Background: an optimization exercise with open tools, aiming at a short achievable clock period and few clock cycles. Do not read the settings as production practice.
Only simulation tests tie the RTL to the original design; equivalence was not proved.

## flow/design.v (module list and top-level ports; edited modules follow where they fit)
// module conv_ctrl: 19 lines
// module window_fetch: 164 lines
// module conv_mac: 13441 lines
// module maxpool_unit: 78 lines
// module conv_top: 71 lines
module conv_top #(
  parameter int img_side_log2 = 6
) (
  input  logic        clk,
  input  logic        reset,
  input  logic        ready,
  input  logic [19:0] idata,
  input  logic [19:0] cdata_rd,
  output logic        busy,
  output logic [11:0] iaddr,
  output logic [2:0]  csel,
  output logic        cwr,
  output logic [11:0] caddr_wr,
  output logic [19:0] cdata_wr,
  output logic        crd,
  output logic [11:0] caddr_rd
);
  // ...
==> flow/run.sh <==
#!/bin/bash
# synth_recipe.tcl (not shown) runs the flow's synth.tcl, then flattens the netlist and writes it again
# the make line also repeats each setting of config.mk as NAME=value (left out here)
make -C /OpenROAD-flow-scripts/flow DESIGN_CONFIG=/design/flow/config.mk WORK_HOME=/design/flow/orfs CLKGATE_MAP_FILE= SYNTH_SCRIPT=/design/flow/synth_recipe.tcl finish
==> flow/config.mk <==
export PLATFORM = sky130hd
export DESIGN_NAME = conv_top
export DESIGN_NICKNAME = conv_top
export VERILOG_FILES = /design/flow/design.v
export SDC_FILE = /design/flow/constraint.sdc
export NUM_CORES = 4
export LEC_CHECK = 0
export CAP_MARGIN = 20
export CORE_MARGIN = 2
export CORE_UTILIZATION = 40
export SLEW_MARGIN = 20
==> flow/constraint.sdc <==
create_clock -name core_clock -period 15.0 [get_ports {clk}]
set_input_delay 3.0000 -clock core_clock [delete_from_list [all_inputs] [get_ports {clk}]]
set_output_delay 3.0000 -clock core_clock [all_outputs]
set_load 0.01 [all_outputs]
==> metrics.md, run 1 <==
| Metric | Value |
|---|---|
| Post-synthesis sequential area ratio | 41.8% |
| Largest family of logic cells by synthesized area | adder cells |
| Critical path depth in cells | 7 |
| Worst hold path type | reg -> reg |
| Post-Synthesis Cells | 7352 |
| Antenna violations before repair | 25 |
| Dominant kind of cell by area | multi-input combinational cells |
| Multi-input gate count | 3527 |
| Fill cells | 22.7k |
| R2r startpoint | u_fetch.win_q[29] |
| Final net count | 9897 |
| Total grt overflow | 0 |
| Routed wl met3 | 38300 um |
| #FFs+latches synth | 1811 |
| Compound-Gate Fraction of Synth Area | 2.35% |
| Inverters | 1920 |
| WL met1 | 146000 um |
| Core ar. | 254000 sq um |
| Cts repair resizes | 0 |
| Fin. max-slew vios | 0 |
| Routed length per instance | 30.9 um |
| Synth top area share | 37.0% |
| Hold EP | u_mac.tpipe[2][5] |
| Finish-stage setup viols | 0 |
| WHS | 0.323 ns |
| GR Util All Layers | 27.2% |
| Commonest cells after routing, fill and taps aside | inv_1, fa_1, dfxtp_1 |
| Place WS | 9.92 ns |
| Seq/total area | 37.2% |
| Cell Rows | 185 |
| Fraction of area in multi-input gates | 45.2% |
| Status | finished clean |
| Post-CTS Setup Bufs | 0 |
Testbench counts, summed over its fixed seeds: cycles 164,144.
==> run 2: changes to the inputs <==
==> flow/flow/run.sh (new file) <==
#!/bin/bash
# The standard layout (the standard.sh: standard synthesis, floorplan,
# placement, CTS, routing, finish), with the resizer's setup repair aimed at
# a slack margin instead of zero. The SDC is the standard flow's, unchanged.
set -euo pipefail
bash standard.sh SETUP_SLACK_MARGIN=11 finish > standard_flow.log 2>&1
==> flow/standard.sh (new file) <==
#!/bin/bash
# synth_recipe.tcl (not shown) runs the flow's synth.tcl, then flattens the netlist and writes it again
# the make line also repeats each setting of config.mk as NAME=value (left out here)
make -C /OpenROAD-flow-scripts/flow DESIGN_CONFIG=/design/flow/config.mk WORK_HOME=/design/flow/orfs CLKGATE_MAP_FILE= SYNTH_SCRIPT=/design/flow/synth_recipe.tcl "${@:-finish}"
--- a/flow/config.mk
+++ b/flow/config.mk
@@ -7,2 +7,3 @@
 export LEC_CHECK = 0
+export ABC_CLOCK_PERIOD_IN_PS = 4000
 export CAP_MARGIN = 20
removed: flow/run.sh
==> run 2 against run 1 <==
  * Critical path depth is 6 lower
  * Via count increased by 0.28%
  * Cell area rose by 0.85%
  * Sequential cell count unchanged
  * Critical path type is now reg -> out
  * Highest routed layer unchanged
==> metrics.md, run 2 <==
| Metric | Value |
|---|---|
| Worst hold path type | reg -> reg (unchanged) |
| First-pass GRT wire length | 482000 um (was 477000 um) |
| Synth cell types | 92 (unchanged) |
| Synth top area cells | fa_1, dfxtp_1, edfxtp_1 (unchanged) |
| Total grt overflow | 0 (unchanged) |
| CP Data Required Time | 12.00 ns (was 15.66 ns) |
| Top post-synthesis cells by count | inv_1, fa_1, dfxtp_1, edfxtp_1, mux2_2 (unchanged) |
| Drt pass-1 iters | 7 (was 6) |
| Finish-stage setup viols | 0 (unchanged) |
| Mapped cell area | 102000 sq um (unchanged) |
| Layout cells sized above 1 | 14.9% (was 11.4%) |
| DR vias | 56.0k (was 55.8k) |
| Post-Synthesis Cells | 7352 (unchanged) |
| Initial Utilization | 40.2% (unchanged) |
| Number of global-route vias before repair | 59.1k (was 59.2k) |
| Post-synth EDFFs | 624 (unchanged) |
| FF-to-FF path depth | 7 (unchanged) |
| CP Launch Type | flip-flop (unchanged) |
| Status | finished clean (unchanged) |
| Final WS setup | 10.54 ns (was 9.76 ns) |
| R2R Setup Slk | 10.94 ns (was 9.76 ns) |
| Period utilization | 29.7% (was 34.9%) |
| DRC | 0 (unchanged) |
| Syn Area/Cell | 13.9 sq um (unchanged) |
| Pin count of the biggest net entering global routing | 82 (unchanged) |
| Ports | 105 (unchanged) |
| Worst Hold Depth | 0 (unchanged) |
| Worst Hold Launch | u_mac.tpipe[1][6] (was u_mac.tpipe[1][5]) |
| I/O Buffers | 70 (unchanged) |
| Antenna violations before repair | 28 (was 25) |
| Placer Congestion | 1.06 (was 1.04) |
| Cell Rows | 185 (unchanged) |
| Fin. Hold Viols | 0 (unchanged) |
| Most used DFF post-synth | dfxtp_1 (unchanged) |
| Critical path cell sequence | buf_2 (was inv_1, fa_1, fa_1, inv_1, fa_1, fa_1, fa_1) |
| YS warnings | 5 (unchanged) |
| Buf/Inv on CP | 1 (was 2) |
| Final Util | 45.5% (was 45.2%) |
| Core ar. | 254000 sq um (unchanged) |
| Reg2Reg Capture Point | u_mac.c0_r145 (was u_mac.c0_r163) |
| Post-route ant nets | 0 (unchanged) |
| Max reg flops | 180 (unchanged) |
| Fmax | 0.224 GHz (was 0.191 GHz) |
| Fill cells | 22.7k (about the same) |
| R2r startpoint | u_fetch.win_q[120] (was u_fetch.win_q[29]) |
| Post-detail-place hpwl | 283000 um (was 281000 um) |
| Initial drt markers | 6004 (was 5555) |
| Root Driver | clkbuf_16 (unchanged) |
| Post-synthesis sequential area ratio | 41.8% (unchanged) |
| DIE HEIGHT | 509 um (unchanged) |
| Setup CP Type | reg -> out (was reg -> reg) |
| Reg clk slew, reported paths | 0.06 ns (about the same) |
| Largest Register | u_fetch.win_q (unchanged) |
| CTS Sinks | 1811 (unchanged) |
| Fin Setup TNS | 0 ns (unchanged) |
| Worst Path Max Fanout | 1 (was 8) |
| Crit path time final | 4.46 ns (was 5.24 ns) |
| H-tree Lvls | 4 (unchanged) |
| Count leader, synth | inv_1 (unchanged) |
| Via/cell ratio | 4.92 (was 4.97) |
| Total CTS buffers | 193 (was 190) |
| Worst rel slew slack | 17.4% (was 14.3%) |
| Synth async-reset ratio | 2.04% (unchanged) |
| Die Width | 509 um (unchanged) |
| Max incr delay on CP | 0.40 ns (was 1.02 ns) |
| CTS tree | done (unchanged) |
| Worst path slowest cell | edfxtp_1 (was dfxtp_1) |
| Area delta synth->final | 13.3% (was 12.3%) |
| Die ar. | 259000 sq um (unchanged) |
| Most common cell after layout, fill and taps aside | fa_1 (was inv_1) |
| Worst slew pin tran | 1.24 ns (was 1.29 ns) |
| Place WS | 10.08 ns (was 9.92 ns) |
| #FFs+latches synth | 1811 (unchanged) |
| Routed length per instance | 30.9 um (about the same) |
| Count of maximum capacitance violations | 0 (unchanged) |
| Hold EP | u_mac.tpipe[2][6] (was u_mac.tpipe[2][5]) |
| Final Skew | 0.0760 ns (was 0.0848 ns) |
| Worst skew pair latency | 0.90 ns (was 0.89 ns) |
| Synth top area share | 37.0% (unchanged) |
| Worst path arrival time | 1.46 ns (was 5.90 ns) |
| CTS max path bufs | 3 (unchanged) |
| RSZ-0062 raised after global routing | true (was false) |
| Commonest cells after routing, fill and taps aside | fa_1, inv_1, dfxtp_1 (was inv_1, fa_1, dfxtp_1) |
| Top cell family by delay on the critical path | flip-flops (was adder cells) |
| Synth area leader | fa_1 (unchanged) |
| Fin. max-slew vios | 0 (unchanged) |
| Crit. End Element | output port (was flip-flop) |
| GR Util All Layers | 27.6% (was 27.2%) |
| Routed WL | 352000 um (was 347000 um) |
| Final net count | 10.0k (was 9897) |
## run 2: cell counts after synthesis
No cell type changed its count.
## run 2: worst max-delay path by stage
| stage | start | to | slack (ns) | cells after the start |
|---|---|---|---|---|
| floorplan | u_fetch.i_valid | u_fetch.pre[0] | 9.98 | 2 |
| global placement | u_fetch.win_q[17] | u_mac.c1_r200 | 10.08 | 8 |
| detailed placement | u_fetch.win_q[17] | u_mac.c1_r200 | 10.08 | 8 |
| CTS | u_pool.cdata_wr[4] | cdata_wr[4] | 10.48 | 1 |
| global route | u_pool.cdata_wr[4] | cdata_wr[4] | 10.47 | 1 |
| finish | u_pool.cdata_wr[4] | cdata_wr[4] | 10.54 | 1 |
## run 2: final cells by class
| type | count | area, sq um | area share (%) |
|---|---|---|---|
| clock inverters | 111 | 1180 | 1.02 |
| flip-flops and latches | 1811 | 42800 | 37.0 |
| well taps | 3366 | 4210 | 3.64 |
| diodes | 5 | 12.5 | 0.0108 |
| inverters | 1920 | 7390 | 6.39 |
| clock buffers | 252 | 5350 | 4.62 |
| multi-input cells | 3527 | 51800 | 44.8 |
| repair buffers | 377 | 2890 | 2.50 |
## run 2: routing by layer
metal	routed length, um	up-vias	share of wire [%]	global-route usage [%]
li1	-	23126	-	-
met1	148000	29578	42	38.4
met5	55	-	0.016	0
met2	149000	2659	42	40.2
met3	38100	619	11	9.01
met4	15900	8	4.5	10.5
## run 2: cells by family (layout without fill, tap and decap cells)
family	count (synthesis)	count (layout)	share of synthesized area, %
AOI/OAI and AO/OA	344	344	2.35
adders and majority gates	2161	2161	40.4
xor gates and xnor gates	87	87	0.794
muxes	379	379	4.13
and+or+nand+nor	542	542	3.02
other	1	19	0.00367
DFF	1811	1811	41.8
buffers and inverters	2027	2660	7.52
## run 2: metrics by stage
step / hold WS [ns] / instance area, sq um / cells
after floorplan: 0.310 / 102000 / 7365
after global placement: 0.311 / 108000 / 10867
after detailed placement: 0.312 / 108000 / 10867
after CTS: 0.324 / 115000 / 11315
after global routing: 0.328 / 116000 / 11365
final: 0.320 / 116000 / 11369
## run 2: what timing repair did
item,CTS,global route
setup buffers,85,49
hold buffers,0,0
endpoints found under the setup margin,254,82
pin swaps,2,6
gates resized for setup,288,43

-- re-timing with driven ports --
The results above use ideal ports. As a check the final layouts listed here were re-extracted and re-timed, cells and wires unchanged.
Step 1 sets driving cells, clkbuf_16 on the clock port and buf_2 on the other inputs (assumed; they add their load-dependent delay and slew).
Step 2 also shifts input and output timing later by t, the mid clock arrival at the registers, as if the neighbouring blocks saw the same clock.
a / b / c = no drivers / after step 1 / after step 2; a / b = the first two.
| run | t, ns | slack for setup (ns) | latest minus earliest clock arrival (ns) |
|---|---|---|---|
| run 1 | 0.940 | 9.759 / 9.759 / 9.759 | 0.088 / 0.087 |
| run 2 | 0.946 | 10.540 / 10.455 / 10.832 | 0.081 / 0.081 |
After both steps every run listed still meets setup and hold. The worst setup slack also covers recovery checks on asynchronous resets.
